From an optimization exercise on the open Yosys and OpenROAD flow, aimed at small area, a short achievable clock period and few clock cycles; shortcuts taken in it are not production practice. Where RTL was checked, it was by simulation tests only, not by an equivalence proof against the original. Power figures rest on the tool's default switching activity, not on a simulated workload.

==> flow/design.v <==
package fmap_pkg;
    localparam int PIXEL_W    = 16;
    localparam int MAP_W      = 16;
    localparam int SEG_PIXELS = 16;   
    localparam int MEM_ADDR_W = 32;
    localparam int MEM_DATA_W = 32;
    localparam int PX_ADDR_W  = 20;
    localparam int LEN_W      = 4;    
    typedef logic [PIXEL_W-1:0]    pixel_t;
    typedef logic [MEM_DATA_W-1:0] mem_word_t;
    typedef logic [MEM_ADDR_W-1:0] mem_addr_t;
    typedef logic [PX_ADDR_W-1:0]  px_addr_t;
    typedef logic [MAP_W-1:0]      sparsity_map_t;
    typedef logic [4:0] pop_count_t;
    typedef logic [8:0] dim_t;
    typedef logic [9:0] fmap_cnt_t;
endpackage
`timescale 1ns/100ps
module sparse_fmap_loader (
    input  logic                         clk,
    input  logic                         rst_n,
    input  logic                         start,
    input  fmap_pkg::mem_addr_t          cfg_read_addr,
    input  fmap_pkg::dim_t               cfg_width,
    input  fmap_pkg::dim_t               cfg_height,
    input  fmap_pkg::fmap_cnt_t          cfg_num_fmap,
    output logic                         mem_req,
    output fmap_pkg::mem_addr_t          mem_addr,
    output logic [fmap_pkg::LEN_W-1:0]   mem_len,
    input  logic                         mem_grant,
    input  fmap_pkg::mem_word_t          mem_din,
    input  logic                         mem_vld,
    input  logic                         mem_fin,
    output logic                         px_req,
    input  logic                         px_grant,
    output fmap_pkg::px_addr_t           px_addr,
    output logic                         px_wr_vld,
    output fmap_pkg::pixel_t             px_dout,
    output logic                         track_write,
    output fmap_pkg::px_addr_t           track_din,
    output logic                         busy,
    output logic                         done
);
    logic [4:0] cseg_m1;    
    logic [9:0] cfm;        
    logic [4:0] fcol;       
    logic [9:0] ffm;        
    logic [8:0] frow;       
    logic       fcol_z;
    logic       ffm_1;
    logic       f_last_row;
    logic       f_last_frame;
    assign fcol_z       = (fcol == 5'd0);
    assign ffm_1        = (ffm == 10'd1);
    assign f_last_row   = fcol_z && ffm_1;
    assign f_last_frame = f_last_row && (frow == 9'd1);
    typedef enum logic [2:0] {I_IDLE, I_MAP, I_MWAIT, I_PIX, I_SLOT} istate_t;
    istate_t istate;
    logic    accept;
    logic    map_acc;
    logic    a_carry;    
    logic    macc_q;     
    logic    map_in;     
    logic    map_zero;   
    logic        n_valid;    
    logic        n_wv;       
    logic        n_ready;    
    logic        n_lr;       
    logic        n_lf;       
    logic [15:0] n_map;
    logic        n_odd;      
    logic [3:0]  n_len;
    logic        ret_pix;
    logic [31:0] wbuf [8];
    logic [7:0]  wq;         
    logic [7:0]  pq;         
    logic        hq;         
    logic [7:0]  pq_rot;
    logic        step_en;
    logic [11:0] nib;        
    logic [3:0]  pc_hi;      
    logic [3:0]  pc_lo;
    logic        map_in_q2;
    logic [4:0]  nib_sum;    
    logic [3:0]  len_q;      
    logic        map_in_q;
    logic [3:0]  freec;
    logic        wr;
    logic        adv;
    logic        bursting;   
    logic        b_empty;
    logic [15:0] b_map;      
    logic        b_lr;
    logic        b_lf;
    logic [3:0]  beat;
    logic        b_odd;      
    logic        bit_set;
    logic        bit_d;      
    logic        last_beat;  
    logic        b_load;
    logic        move;
    logic        can_pix;
    logic [15:0] seg_cnt;    
    logic [15:0] px_d;
    function automatic logic [2:0] ones4(input logic [3:0] n);
        ones4 = 3'(n[0]) + 3'(n[1]) + 3'(n[2]) + 3'(n[3]);
    endfunction
    assign nib_sum   = 5'(pc_hi) + 5'(pc_lo);
    assign len_q     = 4'((nib_sum + 5'd1) >> 1);
    assign accept    = mem_req && mem_grant;
    assign map_in    = mem_vld && !ret_pix;
    assign map_zero  = (mem_din[31:16] == 16'h0000);
    assign map_acc   = accept && (istate == I_MAP);
    assign wr        = mem_vld && ret_pix;
    assign b_empty   = !bursting && !px_req;
    assign bit_set   = b_map[15];
    assign b_load    = b_empty || last_beat;
    assign move      = (n_ready || (wr && mem_fin)) && b_load;
    assign adv    = bursting && ((bit_set && !hq) || (last_beat && hq));
    assign pq_rot = {pq[6:0], pq[7]};
    assign step_en  = bursting || (px_req && px_grant);
    assign can_pix = ({1'b0, n_len} <= freec) ||
                     (bursting && ({1'b0, n_len} + {4'd0, b_odd} <= {1'b0, beat} + 5'd3));
    always_comb begin
        px_d = 16'h0000;
        for (int i = 0; i < 8; i++) begin
            px_d = px_d | ({16{bit_d && pq[i] && !hq}} & wbuf[i][15:0])
                        | ({16{bit_d && pq[i] &&  hq}} & wbuf[i][31:16]);
        end
    end
    assign px_wr_vld = bursting;
    assign px_addr   = {seg_cnt, 4'b0000};
    assign track_din = {seg_cnt, 4'b0000};
    always_ff @(posedge clk) begin
        for (int i = 0; i < 8; i++) begin
            if (wr && wq[i]) wbuf[i] <= mem_din;
        end
        px_dout <= px_d;
        nib     <= {ones4(mem_din[31:28]), ones4(mem_din[27:24]),
                    ones4(mem_din[23:20]), ones4(mem_din[19:16])};
        pc_hi   <= 4'(nib[11:9]) + 4'(nib[8:6]);
        pc_lo   <= 4'(nib[5:3]) + 4'(nib[2:0]);
        if (map_in_q2) begin
            n_odd <= nib_sum[0];
            n_len <= len_q;
        end
    end
    always_ff @(posedge clk) begin
        if (start) begin
            cseg_m1 <= cfg_width[8:4] - {4'd0, cfg_width[3:0] == 4'd0};
            cfm     <= cfg_num_fmap;
        end
        if (start) begin
            fcol <= cfg_width[8:4] - {4'd0, cfg_width[3:0] == 4'd0};
            ffm  <= cfg_num_fmap;
            frow <= cfg_height;
        end else begin
            if (macc_q && fcol_z) fcol <= cseg_m1;
            else fcol <= fcol - {4'd0, macc_q};
            if (macc_q && fcol_z && ffm_1) ffm <= cfm;
            else ffm <= ffm - {9'd0, macc_q && fcol_z};
            frow <= frow - {8'd0, macc_q && fcol_z && ffm_1};
        end
        if (map_acc) begin
            n_lr <= f_last_row;
            n_lf <= f_last_frame;
        end
    end
    always_ff @(posedge clk or negedge rst_n) begin
        if (!rst_n) begin
            istate  <= I_IDLE;
            mem_req <= 1'b0;
            macc_q  <= 1'b0;
        end else begin
            macc_q  <= map_acc;
            case (istate)
                I_IDLE: if (start) begin
                    mem_req <= 1'b1;
                    istate  <= I_MAP;
                end
                I_MAP: if (mem_grant) begin
                    mem_req <= 1'b0;
                    istate  <= I_MWAIT;
                end
                I_MWAIT: if (n_ready) begin
                    istate <= n_lf ? I_IDLE : I_SLOT;
                end else if ((map_in_q2 && (freec == 4'd8)) || (n_wv && can_pix)) begin
                    mem_req <= 1'b1;
                    istate  <= I_PIX;
                end
                I_PIX: if (mem_grant) begin
                    mem_req <= 1'b0;
                    istate  <= n_lf ? I_IDLE : I_SLOT;
                end
                I_SLOT: if (!n_valid || move) begin
                    mem_req <= 1'b1;
                    istate  <= I_MAP;
                end
                default: istate <= I_IDLE;
            endcase
        end
    end
    always_ff @(posedge clk) begin
        if (start && (istate == I_IDLE)) begin
            mem_addr <= cfg_read_addr;
            a_carry  <= 1'b0;
        end else begin
            {a_carry, mem_addr[7:2]} <= {1'b0, mem_addr[7:2]} + {3'b000, accept ? mem_len : 4'd0};
            mem_addr[31:8] <= mem_addr[31:8] + {23'd0, a_carry};
        end
        if (istate == I_MWAIT) mem_len <= map_in_q2 ? len_q : n_len;
        else if (istate == I_PIX) mem_len <= n_len;
        else mem_len <= 4'd1;
    end
    always_ff @(posedge clk or negedge rst_n) begin
        if (!rst_n) begin
            n_valid <= 1'b0;
            n_wv    <= 1'b0;
            n_ready <= 1'b0;
            ret_pix <= 1'b0;
            map_in_q <= 1'b0;
            map_in_q2 <= 1'b0;
        end else begin
            map_in_q  <= map_in;
            map_in_q2 <= map_in_q;
            n_wv      <= ((map_in_q2 && n_valid) || n_wv) && !move;
            if (map_acc) n_valid <= 1'b1;
            if (mem_vld) begin
                if (!ret_pix) begin
                    n_ready <= map_zero;
                    ret_pix <= !map_zero;
                end else if (mem_fin) begin
                    n_ready <= 1'b1;
                    ret_pix <= 1'b0;
                end
            end
            if (move) begin
                n_valid <= 1'b0;
                n_ready <= 1'b0;
            end
        end
    end
    always_ff @(posedge clk) begin
        if (map_in) n_map <= mem_din[31:16];
    end
    always_ff @(posedge clk or negedge rst_n) begin
        if (!rst_n) begin
            wq    <= 8'd1;
            pq    <= 8'd1;
            hq    <= 1'b0;
            freec <= 4'd8;
        end else begin
            if (wr) wq <= {wq[6:0], wq[7]};
            if (last_beat) begin
                if (hq) pq <= pq_rot;
                hq <= 1'b0;
            end else if (step_en && bit_d) begin
                if (hq) pq <= pq_rot;
                hq <= !hq;
            end
            if (wr && !adv) freec <= freec - 4'd1;
            else if (adv && !wr) freec <= freec + 4'd1;
        end
    end
    always_ff @(posedge clk) begin
        if (start) seg_cnt <= '0;
        else seg_cnt <= seg_cnt + {15'd0, last_beat};
        if (b_load) b_odd <= n_odd;
        if (b_load) bit_d <= n_map[15];
        else if (px_req) bit_d <= px_grant ? b_map[14] : b_map[15];
        else bit_d <= b_map[13];
        if (b_load) begin
            b_map <= n_map;
            b_lr  <= n_lr;
            b_lf  <= n_lf;
        end else if (bursting) begin
            b_map <= {b_map[14:0], 1'b1};
        end
    end
    always_ff @(posedge clk or negedge rst_n) begin
        if (!rst_n) begin
            bursting    <= 1'b0;
            px_req      <= 1'b0;
            beat        <= '0;
            last_beat   <= 1'b0;
            track_write <= 1'b0;
            done        <= 1'b0;
            busy        <= 1'b0;
        end else begin
            track_write <= last_beat && b_lr;
            done        <= last_beat && b_lf;
            if (start) busy <= 1'b1;
            else if (done) busy <= 1'b0;
            beat <= beat + {3'd0, bursting};
            last_beat <= bursting && (beat == 4'd14);
            if (px_req && px_grant) begin
                px_req   <= 1'b0;
                bursting <= 1'b1;
            end
            if (last_beat) bursting <= 1'b0;
            if (move) px_req <= 1'b1;
        end
    end
endmodule
Settings: LEC_CHECK=0, CAP_MARGIN=20, CORE_MARGIN=2, CORE_UTILIZATION=60, CTS_CLUSTER_DIAMETER=100, CTS_CLUSTER_SIZE=30, SETUP_SLACK_MARGIN=3.3, SLEW_MARGIN=20, BUFFER_PORTS_ARGS=-buffer_cell sky130_fd_sc_hd__buf_1; clock period 5.5 ns.
standard.sh (not shown) runs the stock make flow with config.mk's settings and CLKGATE_MAP_FILE= SYNTH_SCRIPT=/design/flow/synth_recipe.tcl, a recipe that flattens the netlist after the stock synthesis.
==> flow/flow/run.sh <==
#!/bin/bash
set -euo pipefail
echo 'export BUFFER_PORTS_ARGS = -buffer_cell sky130_fd_sc_hd__buf_1' >> config.mk
bash standard.sh > standard.log 2>&1
The first run finished clean.
Rerun with:
--- a/flow/design.v
+++ b/flow/design.v
@@ -57,11 +57,10 @@
     typedef enum logic [2:0] {I_IDLE, I_MAP, I_MWAIT, I_PIX, I_SLOT} istate_t;
     istate_t istate;
     logic    accept;
     logic    map_acc;
     logic    a_carry;    
-    logic    macc_q;     
     logic    map_in;     
     logic    map_zero;   
     logic        n_valid;    
     logic        n_wv;       
     logic        n_ready;    
@@ -152,29 +151,33 @@
         end
         if (start) begin
             fcol <= cfg_width[8:4] - {4'd0, cfg_width[3:0] == 4'd0};
             ffm  <= cfg_num_fmap;
             frow <= cfg_height;
-        end else begin
-            if (macc_q && fcol_z) fcol <= cseg_m1;
-            else fcol <= fcol - {4'd0, macc_q};
-            if (macc_q && fcol_z && ffm_1) ffm <= cfm;
-            else ffm <= ffm - {9'd0, macc_q && fcol_z};
-            frow <= frow - {8'd0, macc_q && fcol_z && ffm_1};
+        end else if (map_acc) begin
+            if (!fcol_z) begin
+                fcol <= fcol - 5'd1;
+            end else begin
+                fcol <= cseg_m1;
+                if (!ffm_1) begin
+                    ffm <= ffm - 10'd1;
+                end else begin
+                    ffm  <= cfm;
+                    frow <= frow - 9'd1;
+                end
+            end
         end
         if (map_acc) begin
             n_lr <= f_last_row;
             n_lf <= f_last_frame;
         end
     end
     always_ff @(posedge clk or negedge rst_n) begin
         if (!rst_n) begin
             istate  <= I_IDLE;
             mem_req <= 1'b0;
-            macc_q  <= 1'b0;
         end else begin
-            macc_q  <= map_acc;
             case (istate)
                 I_IDLE: if (start) begin
                     mem_req <= 1'b1;
                     istate  <= I_MAP;
                 end
@@ -203,16 +206,16 @@
     always_ff @(posedge clk) begin
         if (start && (istate == I_IDLE)) begin
             mem_addr <= cfg_read_addr;
             a_carry  <= 1'b0;
         end else begin
-            {a_carry, mem_addr[7:2]} <= {1'b0, mem_addr[7:2]} + {3'b000, accept ? mem_len : 4'd0};
-            mem_addr[31:8] <= mem_addr[31:8] + {23'd0, a_carry};
+            if (accept) {a_carry, mem_addr[7:2]} <= {1'b0, mem_addr[7:2]} + {3'b000, mem_len};
+            else a_carry <= 1'b0;
+            if (a_carry) mem_addr[31:8] <= mem_addr[31:8] + 24'd1;
         end
         if (istate == I_MWAIT) mem_len <= map_in_q2 ? len_q : n_len;
-        else if (istate == I_PIX) mem_len <= n_len;
-        else mem_len <= 4'd1;
+        else if (istate != I_PIX) mem_len <= 4'd1;
     end
     always_ff @(posedge clk or negedge rst_n) begin
         if (!rst_n) begin
             n_valid <= 1'b0;
             n_wv    <= 1'b0;
@@ -262,11 +265,11 @@
             else if (adv && !wr) freec <= freec + 4'd1;
         end
     end
     always_ff @(posedge clk) begin
         if (start) seg_cnt <= '0;
-        else seg_cnt <= seg_cnt + {15'd0, last_beat};
+        else if (last_beat) seg_cnt <= seg_cnt + 16'd1;
         if (b_load) b_odd <= n_odd;
         if (b_load) bit_d <= n_map[15];
         else if (px_req) bit_d <= px_grant ? b_map[14] : b_map[15];
         else bit_d <= b_map[13];
         if (b_load) begin
@@ -289,11 +292,11 @@
         end else begin
             track_write <= last_beat && b_lr;
             done        <= last_beat && b_lf;
             if (start) busy <= 1'b1;
             else if (done) busy <= 1'b0;
-            beat <= beat + {3'd0, bursting};
+            if (bursting) beat <= beat + 4'd1;
             last_beat <= bursting && (beat == 4'd14);
             if (px_req && px_grant) begin
                 px_req   <= 1'b0;
                 bursting <= 1'b1;
             end
Cell count fell by 1.1%.
Setup slack improved by 0.040 ns.
Fmax went up by 1.7%.
Register-to-register slack gets better by 0.14 ns.
Flip-flop and latch count is lower by 1.
Cell area grows by 2.0%.
Utilization rises by 0.62 points.
Testbench counts after the change, summed over its fixed seeds: cycles 40,504.
No functional check of the RTL was part of the first run of this note.

========
sparse_fmap_loader, a different RTL version from the one above (not shown whole).
For scale: roughly 1400 cells after synthesis, ~200 I/O pins, ~0.019 sq mm of cells after synthesis.
export LEC_CHECK = 0
export CAP_MARGIN = 20
export CORE_MARGIN = 2
export CORE_UTILIZATION = 60
export CTS_CLUSTER_DIAMETER = 100
export CTS_CLUSTER_SIZE = 30
export SETUP_SLACK_MARGIN = 3.3
export SLEW_MARGIN = 20
export BUFFER_PORTS_ARGS = -buffer_cell sky130_fd_sc_hd__buf_1
create_clock -name core_clock -period 5.5 [get_ports {clk}]
Scripts as last shown in full above: flow/flow/run.sh
Change:
--- a/flow/design.v
+++ b/flow/design.v
@@ -182,17 +182,17 @@
                     istate  <= I_MAP;
                 end
                 I_MAP: if (mem_grant) begin
                     mem_req <= 1'b0;
                     istate  <= I_MWAIT;
                 end
                 I_MWAIT: if (n_ready) begin
                     istate <= n_lf ? I_IDLE : I_SLOT;
-                end else if (n_wv && can_pix) begin
+                end else if ((map_in_q2 && (freec == 4'd8)) || (n_wv && can_pix)) begin
                     mem_req <= 1'b1;
                     istate  <= I_PIX;
                 end
                 I_PIX: if (mem_grant) begin
                     mem_req <= 1'b0;
                     istate  <= n_lf ? I_IDLE : I_SLOT;
                 end
                 I_SLOT: if (!n_valid || move) begin
@@ -203,22 +203,22 @@
             endcase
         end
     end
     always_ff @(posedge clk) begin
         if (start && (istate == I_IDLE)) begin
             mem_addr <= cfg_read_addr;
             a_carry  <= 1'b0;
         end else begin
-            if (accept) {a_carry, mem_addr[7:2]} <= {1'b0, mem_addr[7:2]} + {3'b000, mem_len};
-            else a_carry <= 1'b0;
-            if (a_carry) mem_addr[31:8] <= mem_addr[31:8] + 24'd1;
+            {a_carry, mem_addr[7:2]} <= {1'b0, mem_addr[7:2]} + {3'b000, accept ? mem_len : 4'd0};
+            mem_addr[31:8] <= mem_addr[31:8] + {23'd0, a_carry};
         end
-        if (istate == I_MWAIT) mem_len <= n_len;
-        else if (istate != I_PIX) mem_len <= 4'd1;
+        if (istate == I_MWAIT) mem_len <= map_in_q2 ? len_q : n_len;
+        else if (istate == I_PIX) mem_len <= n_len;
+        else mem_len <= 4'd1;
     end
     always_ff @(posedge clk or negedge rst_n) begin
         if (!rst_n) begin
             n_valid <= 1'b0;
             n_wv    <= 1'b0;
             n_ready <= 1'b0;
             ret_pix <= 1'b0;
             map_in_q <= 1'b0;
After rerunning:
- cell count fell slightly
- design area came out lower slightly
- area after synthesis is about the same
- power goes up by a few percent
- die area hardly moves
- via count grows slightly
- synthesized cell count climbs by a few percent
- core utilization shrinks by 0.31 points
- global-route usage rose by 0.75 points
- clock-buffer cell count rises by 1
- routed wire length rose by a few percent
- sequential cell count does not change
- worst hold slack improved by 0.0030 ns
- sequential share of layout area is lower by 1.3 points
Testbench counts after the change, summed over its fixed seeds: cycles 40,504.
The RTL of the first run of this note was laid out without a check of its function.

[port drivers added, routing unchanged]
How much do the figures lean on ideal ports? The routed layouts below were timed once more, with nothing changed but the port constraints.
Step 1: set_driving_cell puts a clkbuf_16 on clk and a buf_2 on each other input, an assumption about the parent block.
Step 2, shift: input delay + t, output delay - t, t = (earliest + latest rising clock arrival at the registers) / 2. This alone moves slack from input paths to output paths.
a / b / c = ideal / step 1 / step 2; a / b = the first two.
| run | shift t [ns] | slack for setup (ns) | worst slew at a driven data input, ns |
|---|---|---|---|
| the first run of note 1 | 0.592 | 3.180 / 3.180 / 2.786 | 0.07 |
| the second run of note 1 | 0.589 | 3.220 / 3.167 / 2.761 | 0.08 |
| the first run of note 2 | 0.587 | 3.189 / 3.189 / 2.734 | 0.08 |
| the second run of note 2 | 0.601 | 3.286 / 3.232 / 2.775 | 0.07 |
After both steps every run listed still meets setup and hold. The setup slack of the second run of note 2, which loses most, moves by -0.054 ns with the drivers and by -0.511 ns with both steps.
